This design comes from an exercise in tuning for small area, a short achievable clock period and few clock cycles on the open sky130 flow, not from production work.
RTL that was checked went through simulation tests only; none was proved equivalent to the original.
Power and IR drop assume default switching activity. The clock port is modelled as an ideal driver; clocking choices that lean on that would not hold on a real chip.

job 101:
// egress_stamper
module egress_stamper #(
    parameter int PACKET_XFER_LEN = egress_stamper_pkg::PACKET_XFER_LEN,
    parameter int MAX_WORDS       = 64
) (
    input  logic                       clk,
    input  logic                       reset,
    input  logic                       in_valid,
    input  logic                       in_sop,
    input  logic [PACKET_XFER_LEN-1:0] in_data,
    output logic                       in_ready,
    input  logic [31:0]                counter,
    input  logic                       egress_full,
    output logic                       out_write_en,
    output logic [PACKET_XFER_LEN-1:0] out_data,
    output logic                       busy,
    output logic                       drop_pulse,
    output logic [15:0]                drop_count
);
    localparam int L = egress_stamper_pkg::RING_SLOTS;
    function automatic logic [5:0] inc_slot(input logic [5:0] s);
        inc_slot = (s == 6'(L - 1)) ? 6'd0 : s + 6'd1;
    endfunction
    logic [5:0] ph, rs, rs2;       
    logic       collecting;        
    logic [5:0] cs;                
    logic [5:0] wrem;              
    logic       lastq;             
    logic [5:0] tail;              
    logic [5:0] nh;                
    logic       hdr_at;            
    logic [9:0] npkt;              
    logic [5:0] bcnt;              
    logic       bl_nz;             
  ...
For scale: roughly 2700 cells after synthesis, roughly 120 I/O pins.
export LEC_CHECK = 0
export ABC_CLOCK_PERIOD_IN_PS = 1500
export CAP_MARGIN = 20
export CORE_MARGIN = 2
export CORE_UTILIZATION = 55
export CTS_BUF_LIST = sky130_fd_sc_hd__clkbuf_8 sky130_fd_sc_hd__clkbuf_16
export CTS_CLUSTER_DIAMETER = 80
export CTS_CLUSTER_SIZE = 20
export SETUP_SLACK_MARGIN = 2.3
export SLEW_MARGIN = 20
create_clock -name core_clock -period 4.0 [get_ports {clk}]
run.sh (not shown) runs the stock make flow with config.mk's settings and CLKGATE_MAP_FILE= SYNTH_SCRIPT=/design/flow/synth_recipe.tcl, a recipe that flattens the netlist after the stock synthesis.
Job 101 was carried through to the last stage, and its layout satisfied the timing, DRC and antenna checks.
## Diff of input files: job 102 against job 101
# job 101
export LEC_CHECK = 0
export ABC_CLOCK_PERIOD_IN_PS = 1500
export CAP_MARGIN = 20
export CORE_MARGIN = 2
export CORE_UTILIZATION = 55
export CTS_BUF_LIST = sky130_fd_sc_hd__clkbuf_8 sky130_fd_sc_hd__clkbuf_16
export CTS_CLUSTER_DIAMETER = 80
export CTS_CLUSTER_SIZE = 20
export SETUP_SLACK_MARGIN = 2.3
export SLEW_MARGIN = 20
create_clock -name core_clock -period 4.0 [get_ports {clk}]
# job 102
export LEC_CHECK = 0
export ABC_CLOCK_PERIOD_IN_PS = 1800
export CAP_MARGIN = 20
export CORE_MARGIN = 2
export CORE_UTILIZATION = 55
export CTS_BUF_LIST = sky130_fd_sc_hd__clkbuf_4 sky130_fd_sc_hd__clkbuf_8 sky130_fd_sc_hd__clkbuf_16
export CTS_CLUSTER_DIAMETER = 100
export CTS_CLUSTER_SIZE = 30
export SETUP_SLACK_MARGIN = 2.0
export SLEW_MARGIN = 20
create_clock -name core_clock -period 4.0 [get_ports {clk}]
--- outcome ---
Re starting DRC count in detailed routing: job 101 and job 102 aren't equal, and the higher value belongs to job 101. Of job 101 and job 102, job 102 shows the lower total wire length, with job 101 above it. The part of the cycle the worst path needs of job 102 exceeds that of job 101 by 0.94 points. When the final numbers for job 101 and job 102 were put side by side, the maximum operating frequency turned out to be smaller in job 102.
Function was not checked in any run of this note: the RTL went through the layout flow alone.

v2:
Another version of the RTL of egress_stamper (not shown whole).
Size: about 2100 flip-flops, ~120 I/O pins, about 0.046 sq mm of cells after synthesis.
clock: 4.0 ns
lec_check: 0
abc_clock_period_in_ps: 1800
cap_margin: 20
core_margin: 2
core_utilization: 55
cts_buf_list: sky130_fd_sc_hd__clkbuf_4 sky130_fd_sc_hd__clkbuf_8 sky130_fd_sc_hd__clkbuf_16
cts_cluster_diameter: 100
cts_cluster_size: 30
setup_slack_margin: 2.2
slew_margin: 20
Looking at the reports, v2 completed the entire flow and the layout it produced met the timing, DRC and antenna checks.
Testbench counts of v2, summed over its fixed seeds: cycles 29,379.
Relative to v2, the following input files were edited for v50:
- changing SETUP_SLACK_MARGIN from 2.2 to 2.1
- changing CTS_CLUSTER_SIZE from 30 to 26
- changing CORE_UTILIZATION from 55 to 65
- changing CTS_CLUSTER_DIAMETER from 100 to 80
==> flow/flow/run.sh (new file) <==
#!/bin/bash
# The standard layout (standard.sh) with two changes to how it is made:
# ports are buffered with buf_2 cells rather than delay cells, and the clock
# tree gets no dummy loads. standard.sh's whole output goes to standard.log;
# ORFS keeps each step's own log under orfs/logs.
set -euo pipefail
export BUFFER_PORTS_ARGS="-buffer_cell sky130_fd_sc_hd__buf_2"
export CTS_ARGS="-sink_clustering_enable -repair_clock_nets -dont_use_dummy_load -sink_clustering_size 26 -sink_clustering_max_diameter 80 -buf_list {sky130_fd_sc_hd__clkbuf_4 sky130_fd_sc_hd__clkbuf_8 sky130_fd_sc_hd__clkbuf_16}"
bash standard.sh > standard.log 2>&1
==> flow/standard.sh (new file) <==
#!/bin/bash
# synth_recipe.tcl (not shown) runs the flow's synth.tcl, then flattens the netlist and writes it again
# the make line also repeats each setting of config.mk as NAME=value (left out here)
make -C /OpenROAD-flow-scripts/flow DESIGN_CONFIG=/design/flow/config.mk WORK_HOME=/design/flow/orfs CLKGATE_MAP_FILE= SYNTH_SCRIPT=/design/flow/synth_recipe.tcl "${@:-finish}"
removed: flow/run.sh
==> comparison <==
- In v50 the met1 track demand over resource in global routing turned out 3.7 points higher than in v2.
- For v50, the critical path's slowest cell was dfxtp_2, unlike v2, where it was dfxtp_4.
- From v2 to v50 the numbers moved as follows: post-cts resize count now sits lower, final cycle utilization of the critical path went up, least setup slack across all paths after layout lost 0.011 ns, wire length on met1 lost 3.6%, via count fell 0.87%.
- Across both runs, length of the first detailed-routing pass in iterations was higher for v50 than for v2.
--- input diff v50..v26 ---
- a change of CTS_BUF_LIST from sky130_fd_sc_hd__clkbuf_4 sky130_fd_sc_hd__clkbuf_8 sky130_fd_sc_hd__clkbuf_16 to sky130_fd_sc_hd__clkbuf_8 sky130_fd_sc_hd__clkbuf_16
- a change of CTS_CLUSTER_SIZE from 26 to 40
- a change of CTS_CLUSTER_DIAMETER from 80 to 50
- a change of SETUP_SLACK_MARGIN from 2.1 to 2.0
- a change of CORE_UTILIZATION from 65 to 55
==> flow/run.sh (new file) <==
#!/bin/bash
# synth_recipe.tcl (not shown) runs the flow's synth.tcl, then flattens the netlist and writes it again
# the make line also repeats each setting of config.mk as NAME=value (left out here)
make -C /OpenROAD-flow-scripts/flow DESIGN_CONFIG=/design/flow/config.mk WORK_HOME=/design/flow/orfs CLKGATE_MAP_FILE= SYNTH_SCRIPT=/design/flow/synth_recipe.tcl finish
removed: flow/flow/run.sh
removed: flow/standard.sh
### Flow results
- Looking at area overhead of the layout relative to synthesis, v26 sits above v50.
- On v26: final core utilization is 8.4 points lower than what v50 gave.
- Status: combined area of the multi-input logic cells parity (v26, v50)
- Between v26 and v50, it is v26 whose final critical delay including setup and external delays is higher, by 0.033 ns.
- Diff v50..v26 | synthesized cell count | unchanged
- Compared with v50, in v26 via count up 325, maximum level of the CTS H-tree went up 1, combinational power share decreased by 0.5 points relative to the old numbers, layout buffer count excluding clock buffers down about 10%.
- Going from v50 to v26, maximum achievable frequency -about 1.7%; global router's overall resource usage -2.7 points.
Modified inputs, v9 compared to v26
- SETUP_SLACK_MARGIN now 2.15, was 2.0
- CTS_BUF_LIST now sky130_fd_sc_hd__clkbuf_4 sky130_fd_sc_hd__clkbuf_8 sky130_fd_sc_hd__clkbuf_16, was sky130_fd_sc_hd__clkbuf_8 sky130_fd_sc_hd__clkbuf_16
- CTS_CLUSTER_SIZE now 30, was 40
- CTS_CLUSTER_DIAMETER now 100, was 50
==> flow/flow/run.sh (new file) <==
#!/bin/bash
# The standard layout (standard.sh) with two changes to how it is made:
# ports are buffered with buf_2 cells rather than delay cells, and the clock
# tree gets no dummy loads. standard.sh's whole output goes to standard.log;
# ORFS keeps each step's own log under orfs/logs.
set -euo pipefail
export BUFFER_PORTS_ARGS="-buffer_cell sky130_fd_sc_hd__buf_2"
export CTS_ARGS="-sink_clustering_enable -repair_clock_nets -dont_use_dummy_load -sink_clustering_size 30 -sink_clustering_max_diameter 100 -buf_list {sky130_fd_sc_hd__clkbuf_4 sky130_fd_sc_hd__clkbuf_8 sky130_fd_sc_hd__clkbuf_16}"
bash standard.sh > standard.log 2>&1
==> flow/standard.sh (new file) <==
#!/bin/bash
# synth_recipe.tcl (not shown) runs the flow's synth.tcl, then flattens the netlist and writes it again
# the make line also repeats each setting of config.mk as NAME=value (left out here)
make -C /OpenROAD-flow-scripts/flow DESIGN_CONFIG=/design/flow/config.mk WORK_HOME=/design/flow/orfs CLKGATE_MAP_FILE= SYNTH_SCRIPT=/design/flow/synth_recipe.tcl "${@:-finish}"
removed: flow/run.sh
### Flow results
- Worst-path cell with the longest stage delay = dfxtp_4: v26; worst-path cell with the longest stage delay = a2111o_1: v9
- The source of the critical timing path comes out in_data[28] in one run and drop_count[9] in the other, namely in v9 and v26 respectively.
- Cell-internal power on v9 is ahead of v26.
- As far as final sum of negative setup slack goes, v26 and v9 are indistinguishable; the numbers are identical.
- v9 has met3 wire length below what v26 had.
- v26 → v9: relative area change from synthesis to final layout decreased by 5.5 points relative to the old numbers, relative slew slack increased by 28 points relative to the old numbers, non-clock buffer count increased by 16% relative to the old numbers, wire length of the first global-routing pass decreased by 1.6 mm relative to the old numbers.
--- input diff v9..v21 ---
- SETUP_SLACK_MARGIN now 2.1, was 2.15
- CORE_UTILIZATION now 50, was 55
Notes after the runs:
- Finished layout cell area delta (v21 -> v9): insignificant
- Sequential cell area: v9 vs v21, no meaningful difference
- Maximum level of the CTS H-tree of v21 is on par with v9.
- Count of cells resized by post-cts repair, v21 and v9: higher on v21
- Compared with v9, in v21 net switching power figure saw a decrease, final-stage net count saw little to no change, aggregate global-route resource usage saw a decrease.
## Diff of input files: v22 against v21
- changing CORE_UTILIZATION from 50 to 55
Findings:
v22 went all the way through the flow, and no timing, DRC or antenna check failed. Total power consumption of the routed design: v22 vs v21 — no meaningful difference. Diff v21 -> v22: sequential share of layout area has increased; maximum number of pins on one net before global-route repair went up 6.

## port drivers added, routing unchanged
In the flow no input, the clock included, has a driving cell. The finished layouts below were timed again as built, in two steps.
Step 1, drivers: a clkbuf_16 drives clk and a buf_2 each remaining input, both assumed.
Step 2 adds t to the input delays and takes it off the output delays; t is the mean of the earliest and latest rising clock arrival at the registers after step 1. Input paths then give back, and output paths get back, about the clock's delay inside the block.
Slacks: no drivers / after step 1 / after step 2; pairs: no drivers / after step 1.
run | t, ns | setup WS [ns] | worst setup path at the end | latest minus earliest clock arrival (ns) | worst slew at a driven data input, ns
job 101 | 0.740 | 1.695 / 1.711 / 0.971 | input to register | 0.043 / 0.044 | 0.06
job 102 | 0.723 | 1.657 / 1.667 / 0.944 | input to register | 0.034 / 0.034 | 0.07
v2 | 0.691 | 2.063 / 2.000 / 1.415 | input to register | 0.027 / 0.027 | 0.07
v50 | 0.685 | 2.053 / 2.001 / 1.395 | input to register | 0.071 / 0.071 | 0.08
v26 | 0.760 | 2.020 / 1.959 / 1.309 | input to register | 0.041 / 0.041 | 0.08
v9 | 0.681 | 1.969 / 1.992 / 1.311 | input to register | 0.057 / 0.056 | 0.08
v21 | 0.695 | 1.969 / 1.913 / 1.319 | input to register | 0.074 / 0.074 | 0.11
v22 | 0.673 | 2.078 / 2.020 / 1.409 | input to register | 0.059 / 0.058 | 0.09
After both steps every run listed still meets setup and hold. The setup slack of job 101, which loses most, moves by +0.016 ns with the drivers and by -0.724 ns with both steps.
